From an optimization exercise on the open Yosys and OpenROAD flow, aimed at small area; shortcuts taken in it are not production practice.
Only simulation tests tie the RTL to the original design; equivalence was not proved.

==> design/flow/run.sh <==
#!/bin/bash
# synth_recipe.tcl (not shown) runs the flow's synth.tcl, then flattens the netlist and writes it again
# the make line also repeats each setting of config.mk as NAME=value (left out here)
make -C /OpenROAD-flow-scripts/flow DESIGN_CONFIG=/design/flow/config.mk WORK_HOME=/design/flow/orfs CLKGATE_MAP_FILE= SYNTH_SCRIPT=/design/flow/synth_recipe.tcl finish
==> design/flow/config.mk <==
export PLATFORM = sky130hd
export DESIGN_NAME = fft_peak_detect
export DESIGN_NICKNAME = fft_peak_detect
export VERILOG_FILES = /design/flow/design.v
export SDC_FILE = /design/flow/constraint.sdc
export NUM_CORES = 4
export LEC_CHECK = 0
export CAP_MARGIN = 20
export CORE_MARGIN = 2
export CORE_UTILIZATION = 40
export SLEW_MARGIN = 20
==> design/flow/constraint.sdc <==
create_clock -name core_clock -period 10.0 [get_ports {sys_clk}]
set_input_delay 2.0000 -clock core_clock [delete_from_list [all_inputs] [get_ports {sys_clk}]]
set_output_delay 2.0000 -clock core_clock [all_outputs]
set_load 0.01 [all_outputs]
==> design/flow/design.v <==
`default_nettype none
package fft_peak_detect_pkg;
  localparam int FPD_DATA_W = 16;
  localparam int FPD_IDX_W  = 10;
  typedef enum logic [1:0] {
    ST_IDLE   = 2'd0,
    ST_ACCUM  = 2'd1,
    ST_DRAIN  = 2'd2,
    ST_REPORT = 2'd3
  } fpd_state_e;
endpackage
`default_nettype wire
`default_nettype none
module fft_mag2_pipe
#(
  parameter int DATA_W = fft_peak_detect_pkg::FPD_DATA_W,
  parameter int TAG_W  = 1
) (
  input  logic                  clk,
  input  logic                  rst_n,
  input  logic                  in_valid,
  input  logic [DATA_W-1:0]     in_re,
  input  logic [DATA_W-1:0]     in_im,
  input  logic [TAG_W-1:0]      in_tag,
  output logic                  out_valid,
  output logic [2*DATA_W-1:0]   out_pow,
  output logic [TAG_W-1:0]      out_tag
);
  localparam int PW = 2 * DATA_W;
  logic              s1_valid_q, s1_valid_d, s2_valid_q, s2_valid_d, s3_valid_q, s3_valid_d;
  logic [DATA_W-1:0] s1_re_q, s1_re_d, s1_im_q, s1_im_d;
  logic [TAG_W-1:0]  s1_tag_q, s1_tag_d, s2_tag_q, s2_tag_d, s3_tag_q, s3_tag_d;
  logic [PW-1:0]     s2_sqr_q, s2_sqr_d, s2_sqi_q, s2_sqi_d, s3_pow_q, s3_pow_d;
  logic [PW-1:0]     w_re_ext, w_im_ext;
  assign w_re_ext = {{DATA_W{s1_re_q[DATA_W-1]}}, s1_re_q};
  assign w_im_ext = {{DATA_W{s1_im_q[DATA_W-1]}}, s1_im_q};
  always_comb begin
    s1_valid_d = in_valid;
    s1_re_d    = in_re;
    s1_im_d    = in_im;
    s1_tag_d   = in_tag;
    s2_valid_d = s1_valid_q;
    s2_sqr_d   = w_re_ext * w_re_ext;
    s2_sqi_d   = w_im_ext * w_im_ext;
    s2_tag_d   = s1_tag_q;
    s3_valid_d = s2_valid_q;
    s3_pow_d   = s2_sqr_q + s2_sqi_q;
    s3_tag_d   = s2_tag_q;
  end
  always_ff @(posedge clk or negedge rst_n) begin
    if (!rst_n) begin
      s1_valid_q <= 1'b0;
      s1_re_q    <= '0;
      s1_im_q    <= '0;
      s1_tag_q   <= '0;
      s2_valid_q <= 1'b0;
      s2_sqr_q   <= '0;
      s2_sqi_q   <= '0;
      s2_tag_q   <= '0;
      s3_valid_q <= 1'b0;
      s3_pow_q   <= '0;
      s3_tag_q   <= '0;
    end else begin
      s1_valid_q <= s1_valid_d;
      s1_re_q    <= s1_re_d;
      s1_im_q    <= s1_im_d;
      s1_tag_q   <= s1_tag_d;
      s2_valid_q <= s2_valid_d;
      s2_sqr_q   <= s2_sqr_d;
      s2_sqi_q   <= s2_sqi_d;
      s2_tag_q   <= s2_tag_d;
      s3_valid_q <= s3_valid_d;
      s3_pow_q   <= s3_pow_d;
      s3_tag_q   <= s3_tag_d;
    end
  end
  assign out_valid = s3_valid_q;
  assign out_pow   = s3_pow_q;
  assign out_tag   = s3_tag_q;
endmodule
`default_nettype wire
`default_nettype none
module fft_peak_detect
#(
  parameter int DATA_W = fft_peak_detect_pkg::FPD_DATA_W,
  parameter int FFT_N  = 1024,
  parameter int IDX_W  = fft_peak_detect_pkg::FPD_IDX_W
) (
  input  logic                sys_clk,
  input  logic                sys_rst,
  input  logic [DATA_W-1:0]   s_re,
  input  logic [DATA_W-1:0]   s_im,
  input  logic                s_valid,
  input  logic                s_last,
  output logic                s_ready,
  output logic [IDX_W-1:0]    peak_idx,
  output logic [2*DATA_W-1:0] peak_pow,
  output logic                peak_valid,
  output logic                frame_err,
  output logic                busy
);
  localparam int PW = 2 * DATA_W;
  fft_peak_detect_pkg::fpd_state_e       state_q, state_d;
  logic [IDX_W-1:0] cnt_q, cnt_d, run_idx_q, run_idx_d, peak_idx_q, peak_idx_d;
  logic [PW-1:0]    run_pow_q, run_pow_d, peak_pow_q, peak_pow_d;
  logic [1:0]       drain_q, drain_d;
  logic             bad_q, bad_d, en_q, en_d;
  logic             w_accept, w_at_end, w_last, w_elig, w_hit;
  logic             p_valid;
  logic [PW-1:0]    p_pow;
  logic [IDX_W:0]   p_tag;
  logic [IDX_W-1:0] w_best_idx;
  logic [PW-1:0]    w_best_pow;
  assign w_accept = s_valid & s_ready;
  assign w_at_end = (cnt_q == IDX_W'(FFT_N - 1));
  assign w_last   = w_accept & (s_last | w_at_end);
  assign w_elig   = (cnt_q != '0) && (cnt_q < IDX_W'(FFT_N / 2));
  fft_mag2_pipe #(.DATA_W(DATA_W), .TAG_W(IDX_W + 1)) u_mag2 (
    .clk       (sys_clk),
    .rst_n     (sys_rst),
    .in_valid  (w_accept),
    .in_re     (s_re),
    .in_im     (s_im),
    .in_tag    ({w_elig, cnt_q}),
    .out_valid (p_valid),
    .out_pow   (p_pow),
    .out_tag   (p_tag)
  );
  assign w_hit      = p_valid && p_tag[IDX_W] && (p_pow > run_pow_q);
  assign w_best_idx = w_hit ? p_tag[IDX_W-1:0] : run_idx_q;
  assign w_best_pow = w_hit ? p_pow : run_pow_q;
  always_comb begin
    state_d = state_q;
    unique case (state_q)
      fft_peak_detect_pkg::ST_IDLE, fft_peak_detect_pkg::ST_ACCUM: begin
        if (w_last)        state_d = fft_peak_detect_pkg::ST_DRAIN;
        else if (w_accept) state_d = fft_peak_detect_pkg::ST_ACCUM;
      end
      fft_peak_detect_pkg::ST_DRAIN:  if (drain_q == 2'd2) state_d = fft_peak_detect_pkg::ST_REPORT;
      fft_peak_detect_pkg::ST_REPORT: state_d = fft_peak_detect_pkg::ST_IDLE;
      default:   state_d = fft_peak_detect_pkg::ST_IDLE;
    endcase
  end
  always_comb begin
    en_d       = 1'b1;
    cnt_d      = cnt_q;
    drain_d    = (state_q == fft_peak_detect_pkg::ST_DRAIN) ? drain_q + 2'd1 : 2'd0;
    bad_d      = bad_q;
    run_idx_d  = w_best_idx;
    run_pow_d  = w_best_pow;
    peak_idx_d = peak_idx_q;
    peak_pow_d = peak_pow_q;
    if (state_q == fft_peak_detect_pkg::ST_REPORT) begin
      cnt_d     = '0;
      run_idx_d = '0;
      run_pow_d = '0;
    end else if (w_accept) begin
      cnt_d = cnt_q + IDX_W'(1);
    end
    if (w_last) bad_d = s_last ^ w_at_end;
    if ((state_q == fft_peak_detect_pkg::ST_DRAIN) && (drain_q == 2'd2) && !bad_q) begin
      peak_idx_d = w_best_idx;
      peak_pow_d = w_best_pow;
    end
  end
  always_ff @(posedge sys_clk or negedge sys_rst) begin
    if (!sys_rst) begin
      state_q    <= fft_peak_detect_pkg::ST_IDLE;
      en_q       <= 1'b0;
      cnt_q      <= '0;
      drain_q    <= 2'd0;
      bad_q      <= 1'b0;
      run_idx_q  <= '0;
      run_pow_q  <= '0;
      peak_idx_q <= '0;
      peak_pow_q <= '0;
    end else begin
      state_q    <= state_d;
      en_q       <= en_d;
      cnt_q      <= cnt_d;
      drain_q    <= drain_d;
      bad_q      <= bad_d;
      run_idx_q  <= run_idx_d;
      run_pow_q  <= run_pow_d;
      peak_idx_q <= peak_idx_d;
      peak_pow_q <= peak_pow_d;
    end
  end
  always_comb begin
    s_ready    = en_q && ((state_q == fft_peak_detect_pkg::ST_IDLE) || (state_q == fft_peak_detect_pkg::ST_ACCUM));
    busy       = (state_q != fft_peak_detect_pkg::ST_IDLE);
    peak_valid = (state_q == fft_peak_detect_pkg::ST_REPORT) && !bad_q;
    frame_err  = (state_q == fft_peak_detect_pkg::ST_REPORT) && bad_q;
  end
  assign peak_idx = peak_idx_q;
  assign peak_pow = peak_pow_q;
endmodule
`default_nettype wire
==> notes.md <==
## layer usage
metal	vias to the layer above	track usage [%]	routed length [um]
li1	8351	-	-
met1	9128	21.6	23800
met2	341	30.2	28800
met3	100	2.14	2350
met4	0	4.39	1400
met5	-	0	0
## placed cells by master, fill, tap and decap left out, types with 5 or more instances in the layout
master,count
sky130_fd_sc_hd__nand4_1,19
sky130_fd_sc_hd__nand2_1,179
sky130_fd_sc_hd__o21bai_1,10
sky130_fd_sc_hd__ha_1,243
sky130_fd_sc_hd__and3_1,14
sky130_fd_sc_hd__mux2i_1,46
sky130_fd_sc_hd__clkdlybuf4s50_1,80
sky130_fd_sc_hd__nor2b_1,14
sky130_fd_sc_hd__o21a_1,12
sky130_fd_sc_hd__a31o_2,7
sky130_fd_sc_hd__a21o_1,44
sky130_fd_sc_hd__or2_2,5
sky130_fd_sc_hd__xnor2_1,81
sky130_fd_sc_hd__dfrtp_1,262
sky130_fd_sc_hd__nand3_1,16
sky130_fd_sc_hd__inv_1,659
sky130_fd_sc_hd__xor2_1,37
sky130_fd_sc_hd__fa_1,471
sky130_fd_sc_hd__a31oi_1,5
sky130_fd_sc_hd__nor2_1,186
sky130_fd_sc_hd__o21ai_0,18
sky130_fd_sc_hd__a211oi_1,12
sky130_fd_sc_hd__o21ai_1,16
sky130_fd_sc_hd__a21oi_1,116
sky130_fd_sc_hd__clkbuf_8,7
sky130_fd_sc_hd__clkbuf_16,31
sky130_fd_sc_hd__nand2b_1,10
sky130_fd_sc_hd__and2_1,84
sky130_fd_sc_hd__nor3_1,14
sky130_fd_sc_hd__or3_1,5
## layout make-up
class,count,area share (%)
clock buffer,42,2.91
clock inverter,9,0.320
inverter,662,8.16
multi-input combinational,1721,60.4
sequential,262,21.5
tap,931,3.82
timing repair buffer,85,2.88
## kinds of logic (layout without fill, tap and decap cells)
kind of cell	Yosys count	count (layout)	synth area share (%)
flops	262	262	23.7
compound gates	278	278	6.49
fa+ha+maj	714	714	45.0
mux	48	48	1.74
xor+xnor	118	118	3.73
other cells	1	1	0.0135
buf+inv	731	798	9.97
simple gates	562	562	9.37
## through the flow
step | hold WS [ns] | cell area [um^2]
after floorplan | 0.331 | 27700
after global placement | 0.331 | 29400
after detailed placement | 0.335 | 29400
after CTS | 0.347 | 30400
after global routing | 0.357 | 30500
final | 0.346 | 30500
## worst max path at each step
stage / slack (ns) / cells past startpoint / end / from
floorplan: 3.56 / 23 / u_mag2.s2_sqr_q[30] / u_mag2.s1_re_q[15]
global placement: 3.04 / 18 / u_mag2.s2_sqi_q[28] / u_mag2.s1_im_q[15]
detailed placement: 2.81 / 18 / u_mag2.s2_sqi_q[28] / u_mag2.s1_im_q[15]
CTS: 2.75 / 18 / u_mag2.s2_sqi_q[28] / u_mag2.s1_im_q[15]
global route: 2.23 / 18 / u_mag2.s2_sqi_q[28] / u_mag2.s1_im_q[15]
finish: 2.74 / 18 / u_mag2.s2_sqi_q[28] / u_mag2.s1_im_q[15]
## registers in the layout (all words and copies together), names as in the netlist, 2 cells and up
name and flops:
cnt_q 10, drain_q 2, peak_idx_q 10, peak_pow_q 32
run_idx_q 10, run_pow_q 32, state_q 2, u_mag2.s1_im_q 16
u_mag2.s1_re_q 16, u_mag2.s1_tag_q 11, u_mag2.s2_sqi_q 31, u_mag2.s2_sqr_q 31
u_mag2.s2_tag_q 11, u_mag2.s3_pow_q 32, u_mag2.s3_tag_q 11
==> impl_metrics.sql <==
INSERT INTO impl_metrics (metric_group, metric, value, unit) VALUES
('worst_setup_path', 'cp_top_family', 'adder cells', ''),
('die', 'fp.dieH', '267', 'um'),
('worst_setup_path', 'endpoint_kind', 'flip-flop', ''),
('route', 'number_of_iterations_in_the_first_detailed_routing_pass', '5', ''),
('yosys', 'synth_top_cells_by_count', '659 x sky130_fd_sc_hd__inv_1, 471 x sky130_fd_sc_hd__fa_1, 262 x sky130_fd_sc_hd__dfrtp_1', ''),
('die', 'starting_density_of_the_core', '40.4', '%'),
('route', 'drtAntennaViolNets', '0', ''),
('timing', 'timing.fmax', '0.138', 'GHz'),
('worst_setup_path', 'critical-path-slowest-cell', 'sky130_fd_sc_hd__fa_1', ''),
('clock_tree', 'total_of_hold_buffers_inserted_after_clock_tree_synthesis', '0', ''),
('final_layout', 'finish.utilization', '44.4', '%'),
('route', 'dr.first_iter.drc_count', '705', ''),
('worst_setup_path', 'arrival_time_at_the_worst_endpoint', '7.75', 'ns'),
('yosys', 'async_flop_share', '100', '%'),
('yosys', 'synthTopCellsByArea', 'sky130_fd_sc_hd__fa_1 34%, sky130_fd_sc_hd__dfrtp_1 24%, sky130_fd_sc_hd__ha_1 11%', ''),
('clock_tree', 'clk_pin_slew_worst_paths', '0.07', 'ns'),
('final_layout', 'area_overhead_vs_synth', '9.98', '%'),
('yosys', 'synth.top_cell.area_share', '34.0', '%'),
('route', 'drt_wl_total', '56.4', 'mm'),
('worst_setup_path', 'crit_chain', 'clkinv_1 > nor2_1 > fa_1 > fa_1 > fa_1 > fa_1 > fa_1 > inv_1 > fa_1 > inv_1 > ha_1 > and3_1 > and3b_1 > a211oi_1 > a21oi_1 > o31ai_1 > nor2b_1 > xnor2_1', ''),
('worst_setup_path', 'most_frequent_cell_on_the_critical_path', 'sky130_fd_sc_hd__fa_1', ''),
('final_layout', 'multi_input_area', '18400', 'um^2'),
('route', 'via_count', '17920', ''),
('grt', 'global_route_wire_length_before_repair', '97.6', 'mm'),
('die', 'die-width', '267', 'um'),
('placement', 'dp_cells', '3660', ''),
('timing', 'setup_repair_after_global_routing_missed_its_margin', 'no', ''),
('die', 'top_level_ports', '82', ''),
('route', 'routedWlPerCell', '15.2', 'um'),
('clock_tree', 'post_cts_buffers', '0', ''),
('clock_tree', 'tritoncts_num_sinks', '262', ''),
('worst_setup_path', 'critPathLaunchType', 'flip-flop', ''),
('yosys', 'synth.net_count', '3464', ''),
('grt', 'initial_antenna_violation_count', '0', ''),
('final_layout', 'antenna_cells_inserted', '0', ''),
('clock_tree', 'cts_inserted_buffers', '31', ''),
('yosys', 'synth.cell_area', '27700', 'um^2'),
('yosys', 'ys_seq_elements', '262', ''),
('yosys', 'postSynthAreaPerCell', '10.2', 'um^2'),
('route', 'detail_route.vias_per_cell', '4.83', ''),
('yosys', 'syn-instance-count', '2714', ''),
('clock_tree', 'clock-root-buffer', 'sky130_fd_sc_hd__clkbuf_16', ''),
('final_layout', 'final_layout_size_suffix_gt1_share', '2.88', '%'),
('worst_setup_path', 'timing.critical_path.buf_inv', '3', ''),
('hold_path', 'min_from', 'u_mag2.s2_tag_q[1]', ''),
('die', 'fp.coreArea', '68600', 'um^2'),
('final_layout', 'final_cell_count_no_fill', '3712', ''),
('timing', 'fin_worst_skew', '0.0282', 'ns'),
('worst_setup_path', 'rr_worst_depth', '18', ''),
('worst_setup_path', 'rr_endpoint', 'u_mag2.s2_sqi_q[28]', ''),
('worst_setup_path', 'critPathMaxFanout', '19', ''),
('timing', 'final-setup-viol-count', '0', ''),
('grt', 'grt.total_usage', '16.9', '%'),
('timing', 'postLayoutSetupSlackWorst', '2.74', 'ns'),
('yosys', 'synth.distinct_cells', '67', ''),
('yosys', 'netlist.top_cell.by_area', 'sky130_fd_sc_hd__fa_1', ''),
('final_layout', 'filler_cell_count', '6410', ''),
('yosys', 'synth_most_common_cell', 'sky130_fd_sc_hd__inv_1', ''),
('clock_tree', 'h-tree-depth', '1', ''),
('clock_tree', 'cts_resizes', '0', ''),
('placement', 'final_hpwl_from_detailed_placement', '45.7', 'mm'),
('placement', 'port_buffers', '81', ''),
('grt', 'number_of_global_route_vias_before_repair', '20014', ''),
('status', 'outcome', 'timing/DRC/antenna clean', ''),
('worst_setup_path', 'required', '10.49', 'ns'),
('clock_tree', 'cts.path.max_buffers', '3', '');

-- static timing again, ports no longer ideal --
How much do the figures lean on ideal ports? The routed layout below was timed once more, with nothing changed but the port constraints. Step 1 assumes that a clkbuf_16 drives the clock port and a buf_2 every other input. Step 2 also shifts input and output timing later by t, the mid clock arrival at the registers, as if the neighbouring blocks saw the same clock. Slacks: ideal / step 1 / step 2; pairs: ideal / step 1.
t (ns): 0.629
slack for setup (ns): 2.739 / 2.739 / 2.739
slew at the worst register clock pin (ns): 0.07 / 0.07
worst slew at a driven data input, ns: 0.05
After both steps this run still meets setup and hold. The setup slack of this run moves by 0.000 ns with the drivers and by 0.000 ns with both steps.
